Context: an optimization exercise on an open-source flow, tuned for small area, a short achievable clock period and few clock cycles per item. The choices shown serve that exercise and are no tape-out recipe. Function was not checked in any run shown here: the RTL went through the layout flow alone. Power figures rest on the tool's default switching activity, not on a simulated workload.

==> flow/design.v (outline; a module is shown in full before it is edited, if it fits) <==
// module operandRegister: 34 lines
// module addSubUnit: 22 lines
// module multiplierArray: 614 lines
// module divFront: 133 lines
// module divBack: 89 lines
// module resultSelect: 47 lines
// module aluTop: 85 lines
module aluTop (
	input  logic                            clk,
	input  logic                            rstN,
	input  logic                            start,
	input  logic [aluPkg::operandWidth-1:0] a,
	input  logic [aluPkg::operandWidth-1:0] b,
	input  aluPkg::opcodeT                  op,
	output logic                            done,
	output logic [aluPkg::resultWidth-1:0]  result,
	output logic [aluPkg::errorWidth-1:0]   error
);
  // ...
==> flow/flow/run.sh <==
#!/bin/bash
# Own layout flow: the standard flow (standard.sh, unchanged synthesis), with
# - port buffers of a stronger cell than the smallest one buffer_ports picks by default,
# - timing repair aiming past the required slack (the clock and constraints are unchanged),
#   with resizing free to change a cell's footprint.
set -euo pipefail
MARGIN=$(cat flow/margin.txt)
bash standard.sh \
	"BUFFER_PORTS_ARGS=-buffer_cell sky130_fd_sc_hd__buf_4" \
	"SETUP_SLACK_MARGIN=$MARGIN" \
	"MATCH_CELL_FOOTPRINT=0" \
	finish > standard_flow.log 2>&1
==> flow/flow/margin.txt <==
23
==> flow/standard.sh <==
#!/bin/bash
# synth_recipe.tcl (not shown) runs the flow's synth.tcl, then flattens the netlist and writes it again
# the make line also repeats each setting of config.mk as NAME=value (left out here)
make -C /OpenROAD-flow-scripts/flow DESIGN_CONFIG=/design/flow/config.mk WORK_HOME=/design/flow/orfs CLKGATE_MAP_FILE= SYNTH_SCRIPT=/design/flow/synth_recipe.tcl "${@:-finish}"
==> flow/config.mk <==
export PLATFORM = sky130hd
export DESIGN_NAME = aluTop
export DESIGN_NICKNAME = aluTop
export VERILOG_FILES = /design/flow/design.v
export SDC_FILE = /design/flow/constraint.sdc
export NUM_CORES = 4
export LEC_CHECK = 0
export ABC_AREA = 1
export CAP_MARGIN = 20
export CORE_MARGIN = 2
export CORE_UTILIZATION = 40
export SLEW_MARGIN = 20
==> flow/constraint.sdc <==
create_clock -name core_clock -period 40.0 [get_ports {clk}]
set_input_delay 8.0000 -clock core_clock [delete_from_list [all_inputs] [get_ports {clk}]]
set_output_delay 8.0000 -clock core_clock [all_outputs]
set_load 0.01 [all_outputs]
==> results.txt, run 1 <==
status = complete, no violations
CP Launch Point = operandRegister_i.bQ[0]
number of post-CTS setup repair buffers = 2
Post-synth top flop = dfxtp_1
slowest CP cell = xnor2_1
signal buffers share of area = 4.57%
antenna violations before repair = 2
drt pass-1 iters = 5
ClkCell Share = 1.14%
H-Tree Depth = 3
clk_buf instances = 12
critical path depth = 42
Compound-Gate Fraction of Synth Area = 18.1%
critical path capture point type = primary output
n_diodes = 2
sw frac = 60.0%
Fillers = 5770
WHS Path Cells = 1
detailed-route DRC error count = 0
Leak = 12.5 nW
Max Freq = 60.4 MHz
RSZ-0062 raised after global routing = true
largest registers = operandRegister_i.aQ: 16 flops, operandRegister_i.bQ: 16 flops
Min-Delay Endpoint = operandRegister_i.aQ[2]
Vias = 22615
FP Rows = 85
Post-Syn Area = 21900 µm²
==> run 2, diff against run 1 <==
==> flow/flow/margin.txt (replaced) <==
25
==> run 2 against run 1 <==
Compared with the run above:
- still clean
- core utilization is 11 points higher
- sequential share of layout area is 0.80 points lower
- flip-flop and latch count stayed put
- synthesized area stayed put
- via count is 9.3% higher
- clock power is 23% higher
- clock-buffer cell count is 2 lower
- critical path depth is 3 lower
- die area stayed put
- combinational power is 14% higher
- first-iteration DRC count is 26% higher
- critical path type unchanged
- largest power group unchanged
==> results.txt, run 2 <==
critical path capture point type = primary output (unchanged)
Post-Syn Area = 21900 µm² (unchanged)
Worst Path Max Fanout = 8 (was 17)
FP Rows = 85 (unchanged)
syn_nets = 3786 (unchanged)
Nets = 4129 (was 3865)
Die Span X = 238 µm (unchanged)
CP Class = reg2out (unchanged)
#FFs+latches synth = 57 (unchanged)
synth top area cells = ha_1 17%, fa_1 13%, nand2_1 12% (unchanged)
vias in the first global route = 23419 (was 21192)
leading cell type in the layout, fill and taps excluded = nand2_1 (unchanged)
Starting DRT DRC Count = 2368 (was 1881)
largest net degree at the start of global routing = 28 (was 29)
Root Buffer = clkbuf_16 (unchanged)
core area = 54000 µm² (unchanged)
Wirelength per Cell = 20.5 µm (was 19.5 µm)
Final setup viols = 0 (unchanged)
max-cap violation count = 0 (unchanged)
die area = 56700 µm² (unchanged)
most common cell in the synthesized netlist = nand2_1 (unchanged)
CTS Sinks = 57 (unchanged)
final hold violation count = 0 (unchanged)
Max Freq = 64.4 MHz (was 60.4 MHz)
Switching Power = 0.969 mW (was 0.884 mW)
Post-synth EDFFs = 0 (unchanged)
Post-synth top cells = 675 x nand2_1, 496 x inv_1, 306 x ha_1 (unchanged)
slowest CP cell = xnor2_2 (was xnor2_1)
Post-synth top flop = dfxtp_1 (unchanged)
Peak VDD IR = 0.0877 mV (was 0.0984 mV)
DRT Wirelength = 89100 µm (was 79500 µm)
Critical Path RT = 32000 ps (about the same)
H-Tree Depth = 3 (unchanged)
Reg power frac = 3.9% (was 4.4%)
drt pass-1 iters = 5 (unchanged)
Slew headroom = 39.7% (was 39.9%)
Antenna Violating Nets Remaining = 0 (unchanged)
detailed-route DRC error count = 0 (unchanged)
gpl congestion = 0.984 (was 0.982)
register area share after synthesis = 5.21% (unchanged)
Fillers = 4961 (was 5770)
Total Routing Usage GR = 29.8% (was 27.5%)
PortBufs = 73 (unchanged)
Min-Delay Path Class = in2reg (unchanged)
Layout area overhead = 36.2% (was 10.1%)
I/O pin total = 74 (unchanged)
cts bufs inserted = 9 (unchanged)
RSZ-0062 raised after global routing = true (unchanged)
Slew @ Worst Pin = 903 ps (was 900 ps)
syn_area_per_cell = 6.64 µm² (unchanged)
Longest Clk Path Bufs = 2 (unchanged)
library cells used by synthesis = 62 (unchanged)
cell-internal power = 0.708 mW (was 0.590 mW)
max-slew violations = 0 (unchanged)
Leak = 14.4 nW (was 12.5 nW)
largest registers = operandRegister_i.aQ: 16 flops, operandRegister_i.bQ: 16 flops (unchanged)
Post-synth ARST share = 0% (unchanged)
Starting Density = 40.6% (unchanged)
final period utilization = 38.8% (was 41.4%)
antenna violations before repair = 2 (unchanged)
sw frac = 57.8% (was 60.0%)
yosys warns = 2 (unchanged)
n_diodes = 0 (was 2)
WHS = 7710 ps (about the same)
P per Cell Area = 56.2 nW/µm² (was 61.1 nW/µm²)
number of standard cells after synthesis = 3299 (unchanged)
nature of the critical path startpoint = flop (unchanged)
most frequent cells in the layout = 552 x nand2_1, 446 x inv_1, 329 x buf_4, 227 x a21oi_1, 223 x xor2_1 (was 668 x nand2_1, 484 x inv_1, 302 x ha_1, 281 x a21oi_1, 230 x xor2_1)
top cell type by total area after synthesis = ha_1 (unchanged)
gr ovfl total = 0 (unchanged)
Die H = 238 µm (unchanged)
first-pass GRT wire length = 132000 µm (was 121000 µm)
via-per-instance ratio = 5.69 (was 5.54)
share of layout cells above drive strength 1 = 29.4% (was 9.25%)
Synth top area share = 17.5% (unchanged)
Final TNS setup = 0 ps (unchanged)
Gate power share = 90.5% (was 90.4%)
Critical Path AT = 7520 ps (was 8560 ps)
Final Critical Period = 15520 ps (was 16560 ps)
CTS tree = built (unchanged)
CP max stage delay = 570 ps (was 460 ps)
clock-pin transition on the worst setup and hold timing paths = 80 ps (about the same)
proportion of power drawn by the clock network = 5.6% (was 5.2%)
Vias = 24714 (was 22615)
CTS Hold Bufs = 0 (unchanged)
status = complete, no violations (unchanged)
dpl hpwl = 62600 µm (was 63400 µm)
-- run 2: cell counts after synthesis --
No cell type changed its count.
-- run 2: worst max-delay path, delay by kind of cell, from the launching register on --
| kind | cells | cell delay [ps] |
|---|---|---|
| flops | 1 | 370 |
| simple gates | 17 | 2140 |
| xor+xnor | 1 | 570 |
| compound gates | 9 | 1610 |
| fa+ha+maj | 5 | 1470 |
| buf+inv | 7 | 930 |
-- run 2: final timing paths --
kind	startpoint	endpoint	slack, ps	cells after the start
setup / recovery	operandRegister_i.bQ[0]	result[12]	24480	39
hold / removal	op[3]	operandRegister_i.opQ[3]	7710	1
-- run 2: area by class of cell --
class / count / area [µm²] / share of cell area (%)
clock buffers: 10 / 239 / 0.800
clock inverters: 6 / 95.1 / 0.318
inverters: 525 / 2150 / 7.19
multi-input cells: 2644 / 21900 / 73.3
flip-flops and latches: 57 / 1170 / 3.94
well taps: 696 / 871 / 2.92
repair buffers: 398 / 3380 / 11.3
repair inverters: 7 / 57.6 / 0.193
-- run 2: per-layer routing --
metal | GRT usage (%) | part of all wire [%] | up-vias
met5 | 0 | 0 | -
met2 | 49.1 | 46 | 1208
met3 | 3.20 | 7.9 | 296
met1 | 39.1 | 41 | 11585
met4 | 13.9 | 5.6 | 0
li1 | - | - | 11625
-- run 2: cells by family after synthesis --
logic type / count (synthesis) / synth area share, %
simple gates: 1219 / 24.1
compound gates: 687 / 18.1
buf+inv: 603 / 10.7
fa+ha+maj: 448 / 30.4
xor+xnor: 283 / 11.3
flops: 57 / 5.21
mux: 2 / 0.0914
-- run 2: repair_timing --
action / 4_1_cts / 5_1_grt
resized for setup: 591 / 228
endpoints found under the setup margin: 30 / 41
pin swaps: 201 / 215
gates cloned: 13 / 1
setup buffers: 214 / 78
-- run 2: power groups by stage --
stage                     clock network (mW)  registers, mW  logic [mW]
after floorplan                            0         0.0641       0.971
after global placement                     0         0.0674        1.29
after detailed placement                   0         0.0674        1.29
after global routing                  0.0968         0.0661        1.68
after CTS                             0.0944         0.0656        1.44
final                                 0.0941         0.0660        1.52
-- run 2: stage by stage --
| stage | setup WS (ps) | utilization [%] | power [mW] | cell area, µm² | instances |
|---|---|---|---|---|---|
| 2_1_floorplan | 24910 | - | 1.03 | 22100 | 3299 |
| 5_1_grt | 24210 | 55.3 | 1.84 | 29900 | 4343 |
| 4_1_cts | 24730 | 52.2 | 1.60 | 28200 | 4264 |
| 6_report | 24480 | 55.3 | 1.68 | 29900 | 4343 |
| 3_3_place_gp | 22810 | 43.3 | 1.36 | 23400 | 4021 |
| 3_5_place_dp | 22800 | 43.3 | 1.36 | 23400 | 4021 |
==> run 3, diff against run 2 <==
==> flow/flow/margin.txt (replaced) <==
24
==> run 3 against run 2 <==
Compared with the run above:
- setup slack worse by 220 ps
- critical path type unchanged
- combinational power shrank 9%
- still clean
- critical path depth fell by 17
- synthesized area stayed put
- cell count fell by 4.7%
==> results.txt, run 3 <==
syn_area_per_cell = 6.64 µm² (unchanged)
register area share after synthesis = 5.21% (unchanged)
library cells used by synthesis = 62 (unchanged)
critical-path cell list = buf_4 > inv_4 > fa_1 > inv_1 > fa_1 > fa_1 > fa_1 > fa_1 > fa_1 > fa_1 > fa_1 > fa_1 > fa_1 > fa_1 > fa_1 > fa_1 > fa_1 > fa_1 > a21oi_1 > nor2_4 > a31o_2 > buf_4
Die H = 238 µm (unchanged)
#FFs+latches synth = 57 (unchanged)
Bufs and invs on worst path = 4 (was 7)
Longest Clk Path Bufs = 2 (unchanged)
sequential cell area = 1160 µm² (was 1170 µm²)
Post-synth top cells = 675 x nand2_1, 496 x inv_1, 306 x ha_1 (unchanged)
PortBufs = 73 (unchanged)
vias in the first global route = 21543 (was 23419)
Critical Path RT = 32000 ps (about the same)
Slew headroom = 23.4% (was 39.7%)
Final Critical Period = 15740 ps (was 15520 ps)
Critical Path AT = 7740 ps (was 7520 ps)
Max Freq = 63.5 MHz (was 64.4 MHz)
Layout area overhead = 18.5% (was 36.2%)
gr ovfl total = 0 (unchanged)
most frequent cells in the layout = 645 x nand2_1, 469 x inv_1, 255 x a21oi_1, 248 x ha_1, 227 x xor2_1 (was 552 x nand2_1, 446 x inv_1, 329 x buf_4, 227 x a21oi_1, 223 x xor2_1)
Placement Cell Area = 23200 µm² (was 23400 µm²)
slowest CP cell = fa_1 (was xnor2_2)
Total Routing Usage GR = 27.9% (was 29.8%)
cts bufs inserted = 9 (unchanged)
share of layout cells above drive strength 1 = 16.3% (was 29.4%)
CP Class = reg2out (unchanged)
Slew @ Worst Pin = 1140 ps (was 903 ps)
area of the multi-input gates = 19900 µm² (was 21900 µm²)
Antenna Violating Nets Remaining = 0 (unchanged)
final hold violation count = 0 (unchanged)
CTS tree = built (unchanged)
I/O pin total = 74 (unchanged)
Post-synth ARST share = 0% (unchanged)
die area = 56700 µm² (unchanged)
Post-Syn Area = 21900 µm² (unchanged)
nature of the critical path startpoint = flop (unchanged)
first-pass GRT wire length = 123000 µm (was 132000 µm)
Worst Path Max Fanout = 22 (was 8)
Post-synth top flop = dfxtp_1 (unchanged)
largest registers = operandRegister_i.aQ: 16 flops, operandRegister_i.bQ: 16 flops (unchanged)
Post-synth EDFFs = 0 (unchanged)
antenna violations before repair = 1 (was 2)
cell family with most CP delay = adder cells (was simple AND/OR/NAND/NOR gates)
max-cap violation count = 0 (unchanged)
detailed-route DRC error count = 0 (unchanged)
yosys warns = 2 (unchanged)
CTS Sinks = 57 (unchanged)
CTS Hold Bufs = 0 (unchanged)
Peak VDD IR = 0.0986 mV (was 0.0877 mV)
most numerous cell on the critical path = fa_1
syn_nets = 3786 (unchanged)
leading cell type in the layout, fill and taps excluded = nand2_1 (unchanged)
Final setup viols = 0 (unchanged)
clock-pin transition on the worst setup and hold timing paths = 80 ps (about the same)
critical path capture point type = primary output (unchanged)
Starting Density = 40.6% (unchanged)
CP max stage delay = 450 ps (was 570 ps)
number of standard cells after synthesis = 3299 (unchanged)
FP Rows = 85 (unchanged)
RSZ-0062 raised after global routing = false (was true)
top cell type by total area after synthesis = ha_1 (unchanged)
Fillers = 5530 (was 4961)
total power = 1.53 mW (was 1.68 mW)
drt pass-1 iters = 6 (was 5)
gpl congestion = 0.982 (was 0.984)
Synth top area share = 17.5% (unchanged)
DRT Wirelength = 82100 µm (was 89100 µm)
Final TNS setup = 0 ps (unchanged)
Starting DRT DRC Count = 2067 (was 2368)
P per Cell Area = 59.0 nW/µm² (was 56.2 nW/µm²)
Vias = 23192 (was 24714)
final period utilization = 39.4% (was 38.8%)
status = complete, no violations (unchanged)
n_diodes = 0 (unchanged)
Wirelength per Cell = 19.8 µm (was 20.5 µm)
DP Cell Count = 4024 (was 4021)
via-per-instance ratio = 5.60 (was 5.69)
core area = 54000 µm² (unchanged)
largest net degree at the start of global routing = 29 (was 28)
most common cell in the synthesized netlist = nand2_1 (unchanged)
Min-Delay Path Class = in2reg (unchanged)
max-slew violations = 0 (unchanged)
H-Tree Depth = 3 (unchanged)
Leak = 13.0 nW (was 14.4 nW)
dpl hpwl = 63400 µm (was 62600 µm)
Root Buffer = clkbuf_16 (unchanged)
synth top area cells = ha_1 17%, fa_1 13%, nand2_1 12% (unchanged)
design area = 26000 µm² (was 29900 µm²)
fin cells = 4140 (was 4343)
Nets = 3926 (was 4129)
Die Span X = 238 µm (unchanged)
-- run 3: path summary, 6_finish.rpt --
path | startpoint | to | depth (start not counted)
setup / recovery | operandRegister_i.aQ[1] | result[16] | 22
hold / removal | a[1] | operandRegister_i.aQ[1] | 1
-- run 3: repair_timing --
item / CTS / global route
setup endpoints to repair: 29 / 30
setup buffers: 40 / 53
hold endpoints to repair: 0 / 0
gates cloned: 6 / 1
gates resized for setup: 132 / 231
pin swaps: 15 / 55
-- run 3: report_power, final --
| part | internal, mW | total (mW) | switching [mW] |
|---|---|---|---|
| Clock | 0.0436 | 0.0765 | 0.0329 |
| Sequential | 0.0595 | 0.0656 | 0.00611 |
| Combinational | 0.520 | 1.39 | 0.870 |
| Total | 0.623 | 1.53 | 0.909 |
-- run 3: cell families (layout without fill, tap and decap cells) --
kind of cell             after synthesis  after routing  synth area share [%]
adder cells (fa/ha/maj)              448            448                  30.4
multiplexers                           2              2                0.0914
XOR/XNOR                             283            283                  11.3
buffers and inverters                603            745                  10.7
AND/OR/NAND/NOR                     1219           1222                  24.1
AO/OA/AOI/OAI                        687            687                  18.1
flip-flops                            57             57                  5.21
-- run 3: metal layers --
metal  track usage (%)  wire length, µm  vias to the layer above
met1              37.8            35400                    10907
li1                  -                -                    11197
met5                 0                0                        -
met4              9.19             3030                        0
met2              46.0            37700                      934
met3              3.68             5950                      154
-- run 3: area by class of cell --
type                    instances  share of cell area, %
well taps                     696                   3.35
clock inverters                 4                  0.111
flip-flops and latches         57                   4.47
multi-input cells            2642                   76.8
clock buffers                  12                  0.949
inverters                     525                   7.93
repair buffers                201                   6.28
repair inverters                3                 0.0819
-- run 3: through the flow --
step | worst slack, ps | util, % | hold slack (ps)
finish | 24260 | 48.1 | 7710
global route | 23890 | 48.1 | 7710
CTS | 24020 | 45.2 | 7700
detailed placement | 22610 | 43.0 | 8110
global placement | 22710 | 43.0 | 8100
floorplan | 24310 | - | 8030
==> run 4, diff against run 3 <==
==> flow/flow/margin.txt (replaced) <==
23
--- a/flow/config.mk
+++ b/flow/config.mk
@@ -9,4 +9,5 @@
 export CAP_MARGIN = 20
 export CORE_MARGIN = 2
-export CORE_UTILIZATION = 40
+export CORE_UTILIZATION = 65
+export PLACE_DENSITY = 0.8
 export SLEW_MARGIN = 20
==> run 4 against run 3 <==
Compared with the run above:
- flip-flop and latch count unchanged
- still clean
- highest routed layer is now met5
- clock power up 28%
- wire length decreased by 1.6%
- setup slack got worse by 910 ps
- maximum frequency fell by 5.4%
==> results.txt, run 4 <==
Post-synth EDFFs = 0 (unchanged)
design area = 23800 µm² (was 26000 µm²)
Total Routing Usage GR = 44.5% (was 27.9%)
Layout area overhead = 8.78% (was 18.5%)
Slew @ Worst Pin = 1190 ps (was 1140 ps)
Max Freq = 60.1 MHz (was 63.5 MHz)
share of layout cells above drive strength 1 = 9.27% (was 16.3%)
clock-pin transition on the worst setup and hold timing paths = 90 ps (was 80 ps)
via-per-instance ratio = 6.34 (was 5.60)
dpl hpwl = 61900 µm (was 63400 µm)
FP Rows = 67 (was 85)
Post-Syn Area = 21900 µm² (unchanged)
Root Buffer = clkbuf_16 (unchanged)
detailed-route DRC error count = 0 (unchanged)
final period utilization = 41.6% (was 39.4%)
H-Tree Depth = 3 (unchanged)
largest net degree at the start of global routing = 28 (was 29)
Critical Path AT = 8650 ps (was 7740 ps)
most frequent cells in the layout = 669 x nand2_1, 484 x inv_1, 299 x ha_1, 282 x a21oi_1, 228 x xor2_1 (was 645 x nand2_1, 469 x inv_1, 255 x a21oi_1, 248 x ha_1, 227 x xor2_1)
Synth top area share = 17.5% (unchanged)
die area = 35200 µm² (was 56700 µm²)
gr ovfl total = 0 (unchanged)
gpl congestion = 1.07 (was 0.982)
Nets = 3860 (was 3926)
yosys warns = 2 (unchanged)
slowest CP cell = dfxtp_1 (was fa_1)
Slew headroom = 19.7% (was 23.4%)
CTS Sinks = 57 (unchanged)
Starting DRT DRC Count = 3239 (was 2067)
P per Cell Area = 64.3 nW/µm² (was 59.0 nW/µm²)
CP Class = reg2out (unchanged)
drt pass-1 iters = 9 (was 6)
syn_area_per_cell = 6.64 µm² (unchanged)
register area share after synthesis = 5.21% (unchanged)
Post-synth top flop = dfxtp_1 (unchanged)
Worst Path Max Fanout = 18 (was 22)
Antenna Violating Nets Remaining = 0 (unchanged)
Longest Clk Path Bufs = 2 (unchanged)
antenna violations before repair = 2 (was 1)
CTS tree = built (unchanged)
most numerous cell on the critical path = nand2_1 (was fa_1)
number of standard cells after synthesis = 3299 (unchanged)
I/O pin total = 74 (unchanged)
Post-synth ARST share = 0% (unchanged)
Leak = 12.5 nW (was 13.0 nW)
CP max stage delay = 1090 ps (was 450 ps)
final hold violation count = 0 (unchanged)
PortBufs = 73 (unchanged)
max-slew violations = 0 (unchanged)
most common cell in the synthesized netlist = nand2_1 (unchanged)
nature of the critical path startpoint = flop (unchanged)
first-pass GRT wire length = 124000 µm (was 123000 µm)
largest registers = operandRegister_i.aQ: 16 flops, operandRegister_i.bQ: 16 flops (unchanged)
max-cap violation count = 0 (unchanged)
top cell type by total area after synthesis = ha_1 (unchanged)
Final TNS setup = 0 ps (unchanged)
Post-synth top cells = 675 x nand2_1, 496 x inv_1, 306 x ha_1 (unchanged)
Final Critical Period = 16650 ps (was 15740 ps)
Die H = 188 µm (was 238 µm)
Peak VDD IR = 0.211 mV (was 0.0986 mV)
RSZ-0062 raised after global routing = false (unchanged)
DRT Wirelength = 80700 µm (was 82100 µm)
Vias = 24258 (was 23192)
Final setup viols = 0 (unchanged)
Starting Density = 65.7% (was 40.6%)
leading cell type in the layout, fill and taps excluded = nand2_1 (unchanged)
critical path capture point type = primary output (unchanged)
Min-Delay Path Class = in2reg (unchanged)
core area = 33400 µm² (was 54000 µm²)
syn_nets = 3786 (unchanged)
library cells used by synthesis = 62 (unchanged)
Placement Cell Area = 22800 µm² (was 23200 µm²)
cts bufs inserted = 9 (unchanged)
Die Span X = 188 µm (was 238 µm)
fin util = 71.4% (was 48.1%)
Critical Path RT = 32000 ps (about the same)
vias in the first global route = 23329 (was 21543)
status = complete, no violations (unchanged)
Wirelength per Cell = 21.1 µm (was 19.8 µm)
total power = 1.53 mW (about the same)
synth top area cells = ha_1 17%, fa_1 13%, nand2_1 12% (unchanged)
#FFs+latches synth = 57 (unchanged)
## run 4: changes by cell type in the layout (fill, tap and decap cells not counted), sizes merged, moves of 2 or more
cell,before,now
clkbuf,13,10
buf,200,135
nand2,697,695
clkinvlp,12,15
bufinv,0,3
inv,499,503
clkinv,21,15
## run 4: routing by layer
metal  track usage, %  vias up  share of wire (%)  wire (µm)
li1                 -    11054                  -          -
met1             57.1    11094                 39      31100
met2             67.2     1664                 42      34100
met3             11.7      444                 13      10200
met4             26.2        2                6.6       5310
met5                0        -              0.016         13
## run 4: worst max-delay path, delay by kind of cell, from the launching register on
kind | cells | cell delay [ps]
buffers and inverters | 8 | 1720
and+or+nand+nor | 20 | 3060
DFF | 1 | 1090
adders and majority gates | 3 | 1210
AOI/OAI and AO/OA | 7 | 1200
## run 4: what timing repair did
item,CTS,global route
hold buffers,0,0
buffers inserted,4,35
pin swaps,1,4
gates resized for setup,19,71
endpoints found under the setup margin,23,28
gates cloned,3,2
## run 4: final timing paths
path,start,to,depth (start not counted)
setup / recovery,operandRegister_i.aQ[5],result[15],38
hold / removal,op[2],operandRegister_i.opQ[2],1
## run 4: cells by family (layout without fill, tap and decap cells)
| family | after synthesis | count (layout) | share of synthesized area [%] |
|---|---|---|---|
| AOI/OAI and AO/OA | 687 | 687 | 18.1 |
| DFF | 57 | 57 | 5.21 |
| muxes | 2 | 2 | 0.0914 |
| xor gates and xnor gates | 283 | 283 | 11.3 |
| buffers and inverters | 603 | 681 | 10.7 |
| adders and majority gates | 448 | 448 | 30.4 |
| and+or+nand+nor | 1219 | 1220 | 24.1 |
| other | 0 | 1 | 0 |
## run 4: final cells by class
cell class | count | area, µm²
inverter | 525 | 2030
sequential | 57 | 1150
antenna | 1 | 2.50
timing repair buffer | 136 | 1060
multi-input combinational | 2640 | 18700
tap | 448 | 561
fill | 2771 | 9530
timing repair inverter | 4 | 20.0
clock buffer | 9 | 225
clock inverter | 7 | 128
## run 4: stage by stage
stage | std cells | hold WS, ps | setup slack, ps
after detailed placement | 3765 | 8110 | 21860
after global placement | 3765 | 8100 | 22080
after CTS | 3788 | 7730 | 23020
after floorplan | 3299 | 8030 | 24310
final | 3827 | 7730 | 23350
after global routing | 3826 | 7730 | 22920
## run 4: power by group
group	internal, mW	total, mW	switching (mW)	leakage (nW)
sequential	0.0596	0.0677	0.00807	0.477
clock	0.0617	0.0983	0.0366	0.172
combinational	0.489	1.37	0.877	11.9
==> module divFront, before the edit <==
module divFront (
	input  logic [15:0] aIn,
	input  logic [15:0] bIn,
	output logic [15:6] qHi,
	output logic [9:0] remHi
);
	logic [17:0] b3;
	logic [15:0] q;
	assign b3 = {2'b0, bIn} + {1'b0, bIn, 1'b0};
	logic [1:0] x0;
	assign x0 = aIn[15:14];
	logic [17:0] m0_1;
	logic [2:0] d0_1;
	logic ge0_1;
	assign m0_1 = {2'b0, bIn};
	assign d0_1 = {1'b0, x0} - {1'b0, m0_1[1:0]};
	assign ge0_1 = (bIn <= 16'd3) & ~d0_1[2];
	logic [17:0] m0_2;
	logic [2:0] d0_2;
	logic ge0_2;
	assign m0_2 = {1'b0, bIn, 1'b0};
	assign d0_2 = {1'b0, x0} - {1'b0, m0_2[1:0]};
	assign ge0_2 = (bIn <= 16'd1) & ~d0_2[2];
	logic [17:0] m0_3;
	logic [2:0] d0_3;
	logic ge0_3;
	assign m0_3 = b3;
	assign d0_3 = {1'b0, x0} - {1'b0, m0_3[1:0]};
	assign ge0_3 = (bIn <= 16'd1) & ~d0_3[2];
	logic [1:0] r0;
	assign q[15:14] = ge0_3 ? 2'd3 : ge0_2 ? 2'd2 : ge0_1 ? 2'd1 : 2'd0;
	assign r0 = ge0_3 ? d0_3[1:0] : ge0_2 ? d0_2[1:0] :
		ge0_1 ? d0_1[1:0] : x0[1:0];
	logic [3:0] x1;
	assign x1 = {r0, aIn[13:12]};
	logic [17:0] m1_1;
	logic [4:0] d1_1;
	logic ge1_1;
	assign m1_1 = {2'b0, bIn};
	assign d1_1 = {1'b0, x1} - {1'b0, m1_1[3:0]};
	assign ge1_1 = (bIn <= 16'd15) & ~d1_1[4];
	logic [17:0] m1_2;
	logic [4:0] d1_2;
	logic ge1_2;
	assign m1_2 = {1'b0, bIn, 1'b0};
	assign d1_2 = {1'b0, x1} - {1'b0, m1_2[3:0]};
	assign ge1_2 = (bIn <= 16'd7) & ~d1_2[4];
	logic [17:0] m1_3;
	logic [4:0] d1_3;
	logic ge1_3;
	assign m1_3 = b3;
	assign d1_3 = {1'b0, x1} - {1'b0, m1_3[3:0]};
	assign ge1_3 = (bIn <= 16'd5) & ~d1_3[4];
	logic [3:0] r1;
	assign q[13:12] = ge1_3 ? 2'd3 : ge1_2 ? 2'd2 : ge1_1 ? 2'd1 : 2'd0;
	assign r1 = ge1_3 ? d1_3[3:0] : ge1_2 ? d1_2[3:0] :
		ge1_1 ? d1_1[3:0] : x1[3:0];
	logic [5:0] x2;
	assign x2 = {r1, aIn[11:10]};
	logic [17:0] m2_1;
	logic [6:0] d2_1;
	logic ge2_1;
	assign m2_1 = {2'b0, bIn};
	assign d2_1 = {1'b0, x2} - {1'b0, m2_1[5:0]};
	assign ge2_1 = (bIn <= 16'd63) & ~d2_1[6];
	logic [17:0] m2_2;
	logic [6:0] d2_2;
	logic ge2_2;
	assign m2_2 = {1'b0, bIn, 1'b0};
	assign d2_2 = {1'b0, x2} - {1'b0, m2_2[5:0]};
	assign ge2_2 = (bIn <= 16'd31) & ~d2_2[6];
	logic [17:0] m2_3;
	logic [6:0] d2_3;
	logic ge2_3;
	assign m2_3 = b3;
	assign d2_3 = {1'b0, x2} - {1'b0, m2_3[5:0]};
	assign ge2_3 = (bIn <= 16'd21) & ~d2_3[6];
	logic [5:0] r2;
	assign q[11:10] = ge2_3 ? 2'd3 : ge2_2 ? 2'd2 : ge2_1 ? 2'd1 : 2'd0;
	assign r2 = ge2_3 ? d2_3[5:0] : ge2_2 ? d2_2[5:0] :
		ge2_1 ? d2_1[5:0] : x2[5:0];
	logic [7:0] x3;
	assign x3 = {r2, aIn[9:8]};
	logic [17:0] m3_1;
	logic [8:0] d3_1;
	logic ge3_1;
	assign m3_1 = {2'b0, bIn};
	assign d3_1 = {1'b0, x3} - {1'b0, m3_1[7:0]};
	assign ge3_1 = (bIn <= 16'd255) & ~d3_1[8];
	logic [17:0] m3_2;
	logic [8:0] d3_2;
	logic ge3_2;
	assign m3_2 = {1'b0, bIn, 1'b0};
	assign d3_2 = {1'b0, x3} - {1'b0, m3_2[7:0]};
	assign ge3_2 = (bIn <= 16'd127) & ~d3_2[8];
	logic [17:0] m3_3;
	logic [8:0] d3_3;
	logic ge3_3;
	assign m3_3 = b3;
	assign d3_3 = {1'b0, x3} - {1'b0, m3_3[7:0]};
	assign ge3_3 = (bIn <= 16'd85) & ~d3_3[8];
	logic [7:0] r3;
	assign q[9:8] = ge3_3 ? 2'd3 : ge3_2 ? 2'd2 : ge3_1 ? 2'd1 : 2'd0;
	assign r3 = ge3_3 ? d3_3[7:0] : ge3_2 ? d3_2[7:0] :
		ge3_1 ? d3_1[7:0] : x3[7:0];
	logic [9:0] x4;
	assign x4 = {r3, aIn[7:6]};
	logic [17:0] m4_1;
	logic [10:0] d4_1;
	logic ge4_1;
	assign m4_1 = {2'b0, bIn};
	assign d4_1 = {1'b0, x4} - {1'b0, m4_1[9:0]};
	assign ge4_1 = (bIn <= 16'd1023) & ~d4_1[10];
	logic [17:0] m4_2;
	logic [10:0] d4_2;
	logic ge4_2;
	assign m4_2 = {1'b0, bIn, 1'b0};
	assign d4_2 = {1'b0, x4} - {1'b0, m4_2[9:0]};
	assign ge4_2 = (bIn <= 16'd511) & ~d4_2[10];
	logic [17:0] m4_3;
	logic [10:0] d4_3;
	logic ge4_3;
	assign m4_3 = b3;
	assign d4_3 = {1'b0, x4} - {1'b0, m4_3[9:0]};
	assign ge4_3 = (bIn <= 16'd341) & ~d4_3[10];
	logic [9:0] r4;
	assign q[7:6] = ge4_3 ? 2'd3 : ge4_2 ? 2'd2 : ge4_1 ? 2'd1 : 2'd0;
	assign r4 = ge4_3 ? d4_3[9:0] : ge4_2 ? d4_2[9:0] :
		ge4_1 ? d4_1[9:0] : x4[9:0];
	assign qHi   = q[15:6];
	assign remHi = r4;
	assign q[5:0] = '0;
endmodule
==> module divBack, before the edit <==
module divBack (
	input  logic [15:0] aIn,
	input  logic [15:0] bIn,
	input  logic [15:6] qHi,
	input  logic [9:0] remHi,
	output logic [15:0] quotient,
	output logic [15:0] remainder,
	output logic        divZero
);
	logic [17:0] b3;
	logic [15:0] q;
	assign b3 = {2'b0, bIn} + {1'b0, bIn, 1'b0};
	assign q[15:6] = qHi;
	logic [11:0] x5;
	assign x5 = {remHi, aIn[5:4]};
	logic [17:0] m5_1;
	logic [12:0] d5_1;
	logic ge5_1;
	assign m5_1 = {2'b0, bIn};
	assign d5_1 = {1'b0, x5} - {1'b0, m5_1[11:0]};
	assign ge5_1 = (bIn <= 16'd4095) & ~d5_1[12];
	logic [17:0] m5_2;
	logic [12:0] d5_2;
	logic ge5_2;
	assign m5_2 = {1'b0, bIn, 1'b0};
	assign d5_2 = {1'b0, x5} - {1'b0, m5_2[11:0]};
	assign ge5_2 = (bIn <= 16'd2047) & ~d5_2[12];
	logic [17:0] m5_3;
	logic [12:0] d5_3;
	logic ge5_3;
	assign m5_3 = b3;
	assign d5_3 = {1'b0, x5} - {1'b0, m5_3[11:0]};
	assign ge5_3 = (bIn <= 16'd1365) & ~d5_3[12];
	logic [11:0] r5;
	assign q[5:4] = ge5_3 ? 2'd3 : ge5_2 ? 2'd2 : ge5_1 ? 2'd1 : 2'd0;
	assign r5 = ge5_3 ? d5_3[11:0] : ge5_2 ? d5_2[11:0] :
		ge5_1 ? d5_1[11:0] : x5[11:0];
	logic [13:0] x6;
	assign x6 = {r5, aIn[3:2]};
	logic [17:0] m6_1;
	logic [14:0] d6_1;
	logic ge6_1;
	assign m6_1 = {2'b0, bIn};
	assign d6_1 = {1'b0, x6} - {1'b0, m6_1[13:0]};
	assign ge6_1 = (bIn <= 16'd16383) & ~d6_1[14];
	logic [17:0] m6_2;
	logic [14:0] d6_2;
	logic ge6_2;
	assign m6_2 = {1'b0, bIn, 1'b0};
	assign d6_2 = {1'b0, x6} - {1'b0, m6_2[13:0]};
	assign ge6_2 = (bIn <= 16'd8191) & ~d6_2[14];
	logic [17:0] m6_3;
	logic [14:0] d6_3;
	logic ge6_3;
	assign m6_3 = b3;
	assign d6_3 = {1'b0, x6} - {1'b0, m6_3[13:0]};
	assign ge6_3 = (bIn <= 16'd5461) & ~d6_3[14];
	logic [13:0] r6;
	assign q[3:2] = ge6_3 ? 2'd3 : ge6_2 ? 2'd2 : ge6_1 ? 2'd1 : 2'd0;
	assign r6 = ge6_3 ? d6_3[13:0] : ge6_2 ? d6_2[13:0] :
		ge6_1 ? d6_1[13:0] : x6[13:0];
	logic [15:0] x7;
	assign x7 = {r6, aIn[1:0]};
	logic [17:0] m7_1;
	logic [16:0] d7_1;
	logic ge7_1;
	assign m7_1 = {2'b0, bIn};
	assign d7_1 = {1'b0, x7} - {1'b0, m7_1[15:0]};
	assign ge7_1 = 1'b1 & ~d7_1[16];
	logic [17:0] m7_2;
	logic [16:0] d7_2;
	logic ge7_2;
	assign m7_2 = {1'b0, bIn, 1'b0};
	assign d7_2 = {1'b0, x7} - {1'b0, m7_2[15:0]};
	assign ge7_2 = (bIn <= 16'd32767) & ~d7_2[16];
	logic [17:0] m7_3;
	logic [16:0] d7_3;
	logic ge7_3;
	assign m7_3 = b3;
	assign d7_3 = {1'b0, x7} - {1'b0, m7_3[15:0]};
	assign ge7_3 = (bIn <= 16'd21845) & ~d7_3[16];
	logic [15:0] r7;
	assign q[1:0] = ge7_3 ? 2'd3 : ge7_2 ? 2'd2 : ge7_1 ? 2'd1 : 2'd0;
	assign r7 = ge7_3 ? d7_3[15:0] : ge7_2 ? d7_2[15:0] :
		ge7_1 ? d7_1[15:0] : x7[15:0];
	assign divZero   = (bIn == '0);
	assign quotient  = divZero ? '0 : q;
	assign remainder = divZero ? '0 : r7;
endmodule
==> run 5, diff against run 4 <==
--- a/flow/design.v
+++ b/flow/design.v
@@ -698,22 +698,22 @@
 	output logic [9:0] remHi
 );
-	logic [17:0] b3;
 	logic [15:0] q;
-	assign b3 = {2'b0, bIn} + {1'b0, bIn, 1'b0};
+	logic [18:0] b3;
+	assign b3 = {3'b0, bIn} + ({3'b0, bIn} << 1);
 	logic [1:0] x0;
 	assign x0 = aIn[15:14];
-	logic [17:0] m0_1;
+	logic [18:0] m0_1;
 	logic [2:0] d0_1;
 	logic ge0_1;
-	assign m0_1 = {2'b0, bIn};
+	assign m0_1 = {3'b0, bIn};
 	assign d0_1 = {1'b0, x0} - {1'b0, m0_1[1:0]};
 	assign ge0_1 = (bIn <= 16'd3) & ~d0_1[2];
-	logic [17:0] m0_2;
+	logic [18:0] m0_2;
 	logic [2:0] d0_2;
 	logic ge0_2;
-	assign m0_2 = {1'b0, bIn, 1'b0};
+	assign m0_2 = ({3'b0, bIn} << 1);
 	assign d0_2 = {1'b0, x0} - {1'b0, m0_2[1:0]};
 	assign ge0_2 = (bIn <= 16'd1) & ~d0_2[2];
-	logic [17:0] m0_3;
+	logic [18:0] m0_3;
 	logic [2:0] d0_3;
 	logic ge0_3;
@@ -722,22 +722,22 @@
 	assign ge0_3 = (bIn <= 16'd1) & ~d0_3[2];
 	logic [1:0] r0;
-	assign q[15:14] = ge0_3 ? 2'd3 : ge0_2 ? 2'd2 : ge0_1 ? 2'd1 : 2'd0;
-	assign r0 = ge0_3 ? d0_3[1:0] : ge0_2 ? d0_2[1:0] :
-		ge0_1 ? d0_1[1:0] : x0[1:0];
+	assign q[15:14] = {ge0_2, ge0_2 ? ge0_3 : ge0_1};
+	assign r0 = ge0_2 ? (ge0_3 ? d0_3[1:0] : d0_2[1:0]) :
+		(ge0_1 ? d0_1[1:0] : x0[1:0]);
 	logic [3:0] x1;
 	assign x1 = {r0, aIn[13:12]};
-	logic [17:0] m1_1;
+	logic [18:0] m1_1;
 	logic [4:0] d1_1;
 	logic ge1_1;
-	assign m1_1 = {2'b0, bIn};
+	assign m1_1 = {3'b0, bIn};
 	assign d1_1 = {1'b0, x1} - {1'b0, m1_1[3:0]};
 	assign ge1_1 = (bIn <= 16'd15) & ~d1_1[4];
-	logic [17:0] m1_2;
+	logic [18:0] m1_2;
 	logic [4:0] d1_2;
 	logic ge1_2;
-	assign m1_2 = {1'b0, bIn, 1'b0};
+	assign m1_2 = ({3'b0, bIn} << 1);
 	assign d1_2 = {1'b0, x1} - {1'b0, m1_2[3:0]};
 	assign ge1_2 = (bIn <= 16'd7) & ~d1_2[4];
-	logic [17:0] m1_3;
+	logic [18:0] m1_3;
 	logic [4:0] d1_3;
 	logic ge1_3;
@@ -746,22 +746,22 @@
 	assign ge1_3 = (bIn <= 16'd5) & ~d1_3[4];
 	logic [3:0] r1;
-	assign q[13:12] = ge1_3 ? 2'd3 : ge1_2 ? 2'd2 : ge1_1 ? 2'd1 : 2'd0;
-	assign r1 = ge1_3 ? d1_3[3:0] : ge1_2 ? d1_2[3:0] :
-		ge1_1 ? d1_1[3:0] : x1[3:0];
+	assign q[13:12] = {ge1_2, ge1_2 ? ge1_3 : ge1_1};
+	assign r1 = ge1_2 ? (ge1_3 ? d1_3[3:0] : d1_2[3:0]) :
+		(ge1_1 ? d1_1[3:0] : x1[3:0]);
 	logic [5:0] x2;
 	assign x2 = {r1, aIn[11:10]};
-	logic [17:0] m2_1;
+	logic [18:0] m2_1;
 	logic [6:0] d2_1;
 	logic ge2_1;
-	assign m2_1 = {2'b0, bIn};
+	assign m2_1 = {3'b0, bIn};
 	assign d2_1 = {1'b0, x2} - {1'b0, m2_1[5:0]};
 	assign ge2_1 = (bIn <= 16'd63) & ~d2_1[6];
-	logic [17:0] m2_2;
+	logic [18:0] m2_2;
 	logic [6:0] d2_2;
 	logic ge2_2;
-	assign m2_2 = {1'b0, bIn, 1'b0};
+	assign m2_2 = ({3'b0, bIn} << 1);
 	assign d2_2 = {1'b0, x2} - {1'b0, m2_2[5:0]};
 	assign ge2_2 = (bIn <= 16'd31) & ~d2_2[6];
-	logic [17:0] m2_3;
+	logic [18:0] m2_3;
 	logic [6:0] d2_3;
 	logic ge2_3;
@@ -770,22 +770,22 @@
 	assign ge2_3 = (bIn <= 16'd21) & ~d2_3[6];
 	logic [5:0] r2;
-	assign q[11:10] = ge2_3 ? 2'd3 : ge2_2 ? 2'd2 : ge2_1 ? 2'd1 : 2'd0;
-	assign r2 = ge2_3 ? d2_3[5:0] : ge2_2 ? d2_2[5:0] :
-		ge2_1 ? d2_1[5:0] : x2[5:0];
+	assign q[11:10] = {ge2_2, ge2_2 ? ge2_3 : ge2_1};
+	assign r2 = ge2_2 ? (ge2_3 ? d2_3[5:0] : d2_2[5:0]) :
+		(ge2_1 ? d2_1[5:0] : x2[5:0]);
 	logic [7:0] x3;
 	assign x3 = {r2, aIn[9:8]};
-	logic [17:0] m3_1;
+	logic [18:0] m3_1;
 	logic [8:0] d3_1;
 	logic ge3_1;
-	assign m3_1 = {2'b0, bIn};
+	assign m3_1 = {3'b0, bIn};
 	assign d3_1 = {1'b0, x3} - {1'b0, m3_1[7:0]};
 	assign ge3_1 = (bIn <= 16'd255) & ~d3_1[8];
-	logic [17:0] m3_2;
+	logic [18:0] m3_2;
 	logic [8:0] d3_2;
 	logic ge3_2;
-	assign m3_2 = {1'b0, bIn, 1'b0};
+	assign m3_2 = ({3'b0, bIn} << 1);
 	assign d3_2 = {1'b0, x3} - {1'b0, m3_2[7:0]};
 	assign ge3_2 = (bIn <= 16'd127) & ~d3_2[8];
-	logic [17:0] m3_3;
+	logic [18:0] m3_3;
 	logic [8:0] d3_3;
 	logic ge3_3;
@@ -794,22 +794,22 @@
 	assign ge3_3 = (bIn <= 16'd85) & ~d3_3[8];
 	logic [7:0] r3;
-	assign q[9:8] = ge3_3 ? 2'd3 : ge3_2 ? 2'd2 : ge3_1 ? 2'd1 : 2'd0;
-	assign r3 = ge3_3 ? d3_3[7:0] : ge3_2 ? d3_2[7:0] :
-		ge3_1 ? d3_1[7:0] : x3[7:0];
+	assign q[9:8] = {ge3_2, ge3_2 ? ge3_3 : ge3_1};
+	assign r3 = ge3_2 ? (ge3_3 ? d3_3[7:0] : d3_2[7:0]) :
+		(ge3_1 ? d3_1[7:0] : x3[7:0]);
 	logic [9:0] x4;
 	assign x4 = {r3, aIn[7:6]};
-	logic [17:0] m4_1;
+	logic [18:0] m4_1;
 	logic [10:0] d4_1;
 	logic ge4_1;
-	assign m4_1 = {2'b0, bIn};
+	assign m4_1 = {3'b0, bIn};
 	assign d4_1 = {1'b0, x4} - {1'b0, m4_1[9:0]};
 	assign ge4_1 = (bIn <= 16'd1023) & ~d4_1[10];
-	logic [17:0] m4_2;
+	logic [18:0] m4_2;
 	logic [10:0] d4_2;
 	logic ge4_2;
-	assign m4_2 = {1'b0, bIn, 1'b0};
+	assign m4_2 = ({3'b0, bIn} << 1);
 	assign d4_2 = {1'b0, x4} - {1'b0, m4_2[9:0]};
 	assign ge4_2 = (bIn <= 16'd511) & ~d4_2[10];
-	logic [17:0] m4_3;
+	logic [18:0] m4_3;
 	logic [10:0] d4_3;
 	logic ge4_3;
@@ -818,7 +818,7 @@
 	assign ge4_3 = (bIn <= 16'd341) & ~d4_3[10];
 	logic [9:0] r4;
-	assign q[7:6] = ge4_3 ? 2'd3 : ge4_2 ? 2'd2 : ge4_1 ? 2'd1 : 2'd0;
-	assign r4 = ge4_3 ? d4_3[9:0] : ge4_2 ? d4_2[9:0] :
-		ge4_1 ? d4_1[9:0] : x4[9:0];
+	assign q[7:6] = {ge4_2, ge4_2 ? ge4_3 : ge4_1};
+	assign r4 = ge4_2 ? (ge4_3 ? d4_3[9:0] : d4_2[9:0]) :
+		(ge4_1 ? d4_1[9:0] : x4[9:0]);
 	assign qHi   = q[15:6];
 	assign remHi = r4;
@@ -834,23 +834,23 @@
 	output logic        divZero
 );
-	logic [17:0] b3;
 	logic [15:0] q;
-	assign b3 = {2'b0, bIn} + {1'b0, bIn, 1'b0};
+	logic [18:0] b3;
+	assign b3 = {3'b0, bIn} + ({3'b0, bIn} << 1);
 	assign q[15:6] = qHi;
 	logic [11:0] x5;
 	assign x5 = {remHi, aIn[5:4]};
-	logic [17:0] m5_1;
+	logic [18:0] m5_1;
 	logic [12:0] d5_1;
 	logic ge5_1;
-	assign m5_1 = {2'b0, bIn};
+	assign m5_1 = {3'b0, bIn};
 	assign d5_1 = {1'b0, x5} - {1'b0, m5_1[11:0]};
 	assign ge5_1 = (bIn <= 16'd4095) & ~d5_1[12];
-	logic [17:0] m5_2;
+	logic [18:0] m5_2;
 	logic [12:0] d5_2;
 	logic ge5_2;
-	assign m5_2 = {1'b0, bIn, 1'b0};
+	assign m5_2 = ({3'b0, bIn} << 1);
 	assign d5_2 = {1'b0, x5} - {1'b0, m5_2[11:0]};
 	assign ge5_2 = (bIn <= 16'd2047) & ~d5_2[12];
-	logic [17:0] m5_3;
+	logic [18:0] m5_3;
 	logic [12:0] d5_3;
 	logic ge5_3;
@@ -859,22 +859,22 @@
 	assign ge5_3 = (bIn <= 16'd1365) & ~d5_3[12];
 	logic [11:0] r5;
-	assign q[5:4] = ge5_3 ? 2'd3 : ge5_2 ? 2'd2 : ge5_1 ? 2'd1 : 2'd0;
-	assign r5 = ge5_3 ? d5_3[11:0] : ge5_2 ? d5_2[11:0] :
-		ge5_1 ? d5_1[11:0] : x5[11:0];
+	assign q[5:4] = {ge5_2, ge5_2 ? ge5_3 : ge5_1};
+	assign r5 = ge5_2 ? (ge5_3 ? d5_3[11:0] : d5_2[11:0]) :
+		(ge5_1 ? d5_1[11:0] : x5[11:0]);
 	logic [13:0] x6;
 	assign x6 = {r5, aIn[3:2]};
-	logic [17:0] m6_1;
+	logic [18:0] m6_1;
 	logic [14:0] d6_1;
 	logic ge6_1;
-	assign m6_1 = {2'b0, bIn};
+	assign m6_1 = {3'b0, bIn};
 	assign d6_1 = {1'b0, x6} - {1'b0, m6_1[13:0]};
 	assign ge6_1 = (bIn <= 16'd16383) & ~d6_1[14];
-	logic [17:0] m6_2;
+	logic [18:0] m6_2;
 	logic [14:0] d6_2;
 	logic ge6_2;
-	assign m6_2 = {1'b0, bIn, 1'b0};
+	assign m6_2 = ({3'b0, bIn} << 1);
 	assign d6_2 = {1'b0, x6} - {1'b0, m6_2[13:0]};
 	assign ge6_2 = (bIn <= 16'd8191) & ~d6_2[14];
-	logic [17:0] m6_3;
+	logic [18:0] m6_3;
 	logic [14:0] d6_3;
 	logic ge6_3;
@@ -883,22 +883,22 @@
 	assign ge6_3 = (bIn <= 16'd5461) & ~d6_3[14];
 	logic [13:0] r6;
-	assign q[3:2] = ge6_3 ? 2'd3 : ge6_2 ? 2'd2 : ge6_1 ? 2'd1 : 2'd0;
-	assign r6 = ge6_3 ? d6_3[13:0] : ge6_2 ? d6_2[13:0] :
-		ge6_1 ? d6_1[13:0] : x6[13:0];
+	assign q[3:2] = {ge6_2, ge6_2 ? ge6_3 : ge6_1};
+	assign r6 = ge6_2 ? (ge6_3 ? d6_3[13:0] : d6_2[13:0]) :
+		(ge6_1 ? d6_1[13:0] : x6[13:0]);
 	logic [15:0] x7;
 	assign x7 = {r6, aIn[1:0]};
-	logic [17:0] m7_1;
+	logic [18:0] m7_1;
 	logic [16:0] d7_1;
 	logic ge7_1;
-	assign m7_1 = {2'b0, bIn};
+	assign m7_1 = {3'b0, bIn};
 	assign d7_1 = {1'b0, x7} - {1'b0, m7_1[15:0]};
 	assign ge7_1 = 1'b1 & ~d7_1[16];
-	logic [17:0] m7_2;
+	logic [18:0] m7_2;
 	logic [16:0] d7_2;
 	logic ge7_2;
-	assign m7_2 = {1'b0, bIn, 1'b0};
+	assign m7_2 = ({3'b0, bIn} << 1);
 	assign d7_2 = {1'b0, x7} - {1'b0, m7_2[15:0]};
 	assign ge7_2 = (bIn <= 16'd32767) & ~d7_2[16];
-	logic [17:0] m7_3;
+	logic [18:0] m7_3;
 	logic [16:0] d7_3;
 	logic ge7_3;
@@ -907,7 +907,7 @@
 	assign ge7_3 = (bIn <= 16'd21845) & ~d7_3[16];
 	logic [15:0] r7;
-	assign q[1:0] = ge7_3 ? 2'd3 : ge7_2 ? 2'd2 : ge7_1 ? 2'd1 : 2'd0;
-	assign r7 = ge7_3 ? d7_3[15:0] : ge7_2 ? d7_2[15:0] :
-		ge7_1 ? d7_1[15:0] : x7[15:0];
+	assign q[1:0] = {ge7_2, ge7_2 ? ge7_3 : ge7_1};
+	assign r7 = ge7_2 ? (ge7_3 ? d7_3[15:0] : d7_2[15:0]) :
+		(ge7_1 ? d7_1[15:0] : x7[15:0]);
 	assign divZero   = (bIn == '0);
 	assign quotient  = divZero ? '0 : q;
--- a/flow/config.mk
+++ b/flow/config.mk
@@ -9,5 +9,4 @@
 export CAP_MARGIN = 20
 export CORE_MARGIN = 2
-export CORE_UTILIZATION = 65
-export PLACE_DENSITY = 0.8
+export CORE_UTILIZATION = 40
 export SLEW_MARGIN = 20
==> run 5 against run 4 <==
Compared with the run above:
- cell count is 7.6% higher
- global-route usage is 16 points lower
- clock power is 8.7% lower
- core utilization is 28 points lower
- sequential power is 3% lower
- first-iteration DRC count is 39% lower
- critical path depth is 9 higher
- design area is 0.47% higher
- maximum frequency is 0.90% higher
- wire length is 1.1% higher
- clock-buffer cell count stayed put
==> results.txt, run 5 <==
most common cell in the synthesized netlist = nand2_1 (unchanged)
CTS tree = built (unchanged)
cell family with most CP delay = simple AND/OR/NAND/NOR gates (unchanged)
share of layout cells above drive strength 1 = 6.85% (was 9.27%)
DRT Wirelength = 81600 µm (was 80700 µm)
largest net degree at the start of global routing = 29 (was 28)
Post-Syn Area = 22100 µm² (was 21900 µm²)
max-slew violations = 0 (unchanged)
Synth Area in XOR/XNOR = 11.4% (was 11.3%)
DP Cell Count = 4091 (was 3765)
Layout area overhead = 8.19% (was 8.78%)
drt pass-1 iters = 6 (was 9)
via-per-instance ratio = 5.61 (was 6.34)
Root Buffer = clkbuf_16 (unchanged)
routed wire length on met2 = 36200 µm (was 34100 µm)
Placement Cell Area = 23400 µm² (was 22800 µm²)
Worst Path Max Fanout = 21 (was 18)
#FFs+latches synth = 57 (unchanged)
most numerous cell on the critical path = nand2_1 (unchanged)
post-synthesis mux area share = 0.0904% (was 0.0914%)
most frequent cells in the layout = 719 x nand2_1, 464 x inv_1, 306 x ha_1, 293 x a21oi_1, 227 x nor2_1 (was 669 x nand2_1, 484 x inv_1, 299 x ha_1, 282 x a21oi_1, 228 x xor2_1)
Bufs and invs on worst path = 8 (unchanged)
critical path capture point type = primary output (unchanged)
sw frac = 60.3% (was 60.2%)
Max Freq = 60.6 MHz (was 60.1 MHz)
CP max stage delay = 410 ps (was 1090 ps)
Final Critical Period = 16500 ps (was 16650 ps)
Post-synth EDFFs = 0 (unchanged)
total power = 1.48 mW (was 1.53 mW)
antenna violations before repair = 0 (was 2)
Final setup viols = 0 (unchanged)
gr ovfl total = 0 (unchanged)
Leak = 12.3 nW (was 12.5 nW)
cts bufs inserted = 9 (unchanged)
critical path depth = 47 (was 38)
Slew @ Worst Pin = 967 ps (was 1190 ps)
Min-Delay Endpoint = operandRegister_i.aQ[3] (was operandRegister_i.opQ[2])
Fillers = 5864 (was 2771)
Synth top area share = 17.3% (was 17.5%)
fin cells = 4119 (was 3827)
Die H = 239 µm (was 188 µm)
Critical Path AT = 8500 ps (was 8650 ps)
Slew headroom = 34.8% (was 19.7%)
Peak VDD IR = 0.0969 mV (was 0.211 mV)
max-cap violation count = 0 (unchanged)
leading cell type in the layout, fill and taps excluded = nand2_1 (unchanged)
Nets = 3897 (was 3860)
Die Span X = 239 µm (was 188 µm)
number of standard cells after synthesis = 3356 (was 3299)
Compound-Gate Fraction of Synth Area = 18.9% (was 18.1%)
final period utilization = 41.2% (was 41.6%)
final hold violation count = 0 (unchanged)
simple-gate share of the synthesized area = 24.2% (was 24.1%)
Gate power share = 89.5% (was 89.2%)
Longest Clk Path Bufs = 2 (unchanged)
Switching Power = 0.891 mW (was 0.922 mW)
cell-internal power = 0.588 mW (was 0.610 mW)
Post-synth top flop = dfxtp_1 (unchanged)
syn_nets = 3843 (was 3786)
Wirelength per Cell = 19.8 µm (was 21.1 µm)
H-Tree Depth = 3 (unchanged)
clock-pin transition on the worst setup and hold timing paths = 70 ps (was 90 ps)
dpl hpwl = 65400 µm (was 61900 µm)
FP Rows = 86 (was 67)
fin util = 43.6% (was 71.4%)
register area share after synthesis = 5.16% (was 5.21%)
die area = 57200 µm² (was 35200 µm²)
PortBufs = 73 (unchanged)
vias in the first global route = 21956 (was 23329)
Post-Synth Adder-Cell Area = 30.1% (was 30.4%)
Min-Delay Path Class = in2reg (unchanged)
wire length on met3 = 6170 µm (was 10200 µm)
M1 WL = 36000 µm (was 31100 µm)
status = complete, no violations (unchanged)
first-pass GRT wire length = 126000 µm (was 124000 µm)
Antenna Violating Nets Remaining = 0 (unchanged)
Starting DRT DRC Count = 1987 (was 3239)
I/O pin total = 74 (unchanged)
proportion of power drawn by the clock network = 6.1% (was 6.4%)
CP Class = reg2out (unchanged)
Critical Path RT = 32000 ps (about the same)
Final TNS setup = 0 ps (unchanged)
CTS Sinks = 57 (unchanged)
DR top layer = met4 (was met5)
largest family of logic cells by synthesized area = adder cells (unchanged)
Post-synth top cells = 721 x nand2_1, 465 x inv_1, 306 x ha_1 (was 675 x nand2_1, 496 x inv_1, 306 x ha_1)
nature of the critical path startpoint = flop (unchanged)
WHS = 7730 ps (about the same)
synth top area cells = ha_1 17%, fa_1 13%, nand2_1 12% (unchanged)
WHS Path Cells = 1 (unchanged)
Reg power frac = 4.5% (was 4.4%)
worst slack, placed = 22510 ps (was 21860 ps)
CTS Hold Bufs = 0 (unchanged)
slowest CP cell = fa_1 (was dfxtp_1)
largest registers = operandRegister_i.aQ: 16 flops, operandRegister_i.bQ: 16 flops (unchanged)
core area = 54900 µm² (was 33400 µm²)
yosys warns = 2 (unchanged)
min-delay src = a[3] (was op[2])
Final WS setup = 23500 ps (was 23350 ps)
n_diodes = 0 (was 1)
top cell type by total area after synthesis = ha_1 (unchanged)
RSZ-0062 raised after global routing = false (unchanged)
Post-synth ARST share = 0% (unchanged)
design area = 23900 µm² (was 23800 µm²)
detailed-route DRC error count = 0 (unchanged)
Vias = 23110 (was 24258)
Starting Density = 40.3% (was 65.7%)
library cells used by synthesis = 66 (was 62)
P per Cell Area = 61.8 nW/µm² (was 64.3 nW/µm²)
gpl congestion = 0.997 (was 1.07)
syn_area_per_cell = 6.60 µm² (was 6.64 µm²)
Total Routing Usage GR = 28.4% (was 44.5%)
## run 5: how the worst max path moves through the flow
stage	start	end	slack (ps)
floorplan	operandRegister_i.opQ[0]	result[16]	24590
detailed placement	operandRegister_i.bQ[3]	result[9]	22510
global placement	operandRegister_i.bQ[3]	result[9]	22440
CTS	operandRegister_i.bQ[1]	result[9]	23010
finish	operandRegister_i.bQ[0]	result[9]	23500
global route	operandRegister_i.bQ[0]	result[9]	22980
## run 5: cell type report
cell class	instances	area (µm²)	area share, %
clock inverters	7	101	0.423
well taps	704	881	3.68
repair buffers	115	863	3.61
inverters	503	1900	7.95
clock buffers	9	225	0.940
multi-input cells	2724	18800	78.6
flip-flops and latches	57	1150	4.79
## run 5: timing repair
item	CTS	global route
endpoints found under the setup margin	16	27
gates resized for setup	7	18
gates cloned	0	0
pin swaps	0	4
buffers inserted	0	12
## run 5: power groups by stage
stage,registers [mW],clock network [mW],logic [mW]
finish,0.0660,0.0897,1.32
global route,0.0662,0.0928,1.49
CTS,0.0657,0.0910,1.31
detailed placement,0.0670,0,1.30
global placement,0.0670,0,1.30
floorplan,0.0640,0,0.957
## run 5: logic make-up after synthesis
| kind of cell | count (synthesis) |
|---|---|
| AND/OR/NAND/NOR | 1267 |
| adder cells (fa/ha/maj) | 448 |
| AO/OA/AOI/OAI | 720 |
| flip-flops | 57 |
| buffers and inverters | 575 |
| multiplexers | 2 |
| XOR/XNOR | 287 |
## run 5: layer usage
| metal | up-vias | GRT usage (%) |
|---|---|---|
| li1 | 11262 | - |
| met1 | 10734 | 38.3 |
| met5 | - | 0 |
| met3 | 182 | 4.15 |
| met2 | 932 | 45.9 |
| met4 | 0 | 10.4 |

what the ideal ports hide:
Ports are ideal in the flow. The routed layouts listed here were re-timed in OpenROAD.
Step 1 sets driving cells, clkbuf_16 on the clock port and buf_2 on the other inputs (assumed; they add their load-dependent delay and slew).
Step 2, shift: input delay + t, output delay - t, t = (earliest + latest rising clock arrival at the registers) / 2. This alone moves slack from input paths to output paths.
Slacks: ideal / step 1 / step 2; pairs: ideal / step 1.
run | t, ns | setup slack, ns | worst hold slack (ns)
run 1 | 0.418 | 23.443 / 23.393 / 23.283 | 7.714 / 7.696 / 8.114
run 2 | 0.422 | 24.482 / 24.435 / 24.202 | 7.711 / 7.695 / 8.117
run 3 | 0.418 | 24.258 / 24.208 / 24.018 | 7.714 / 7.695 / 8.114
run 4 | 0.398 | 23.353 / 23.306 / 23.245 | 7.731 / 7.716 / 8.114
run 5 | 0.400 | 23.501 / 23.459 / 23.384 | 7.732 / 7.713 / 8.113
After both steps every run listed still meets setup and hold. The setup slack of run 2, which loses most, moves by -0.047 ns with the drivers and by -0.280 ns with both steps.
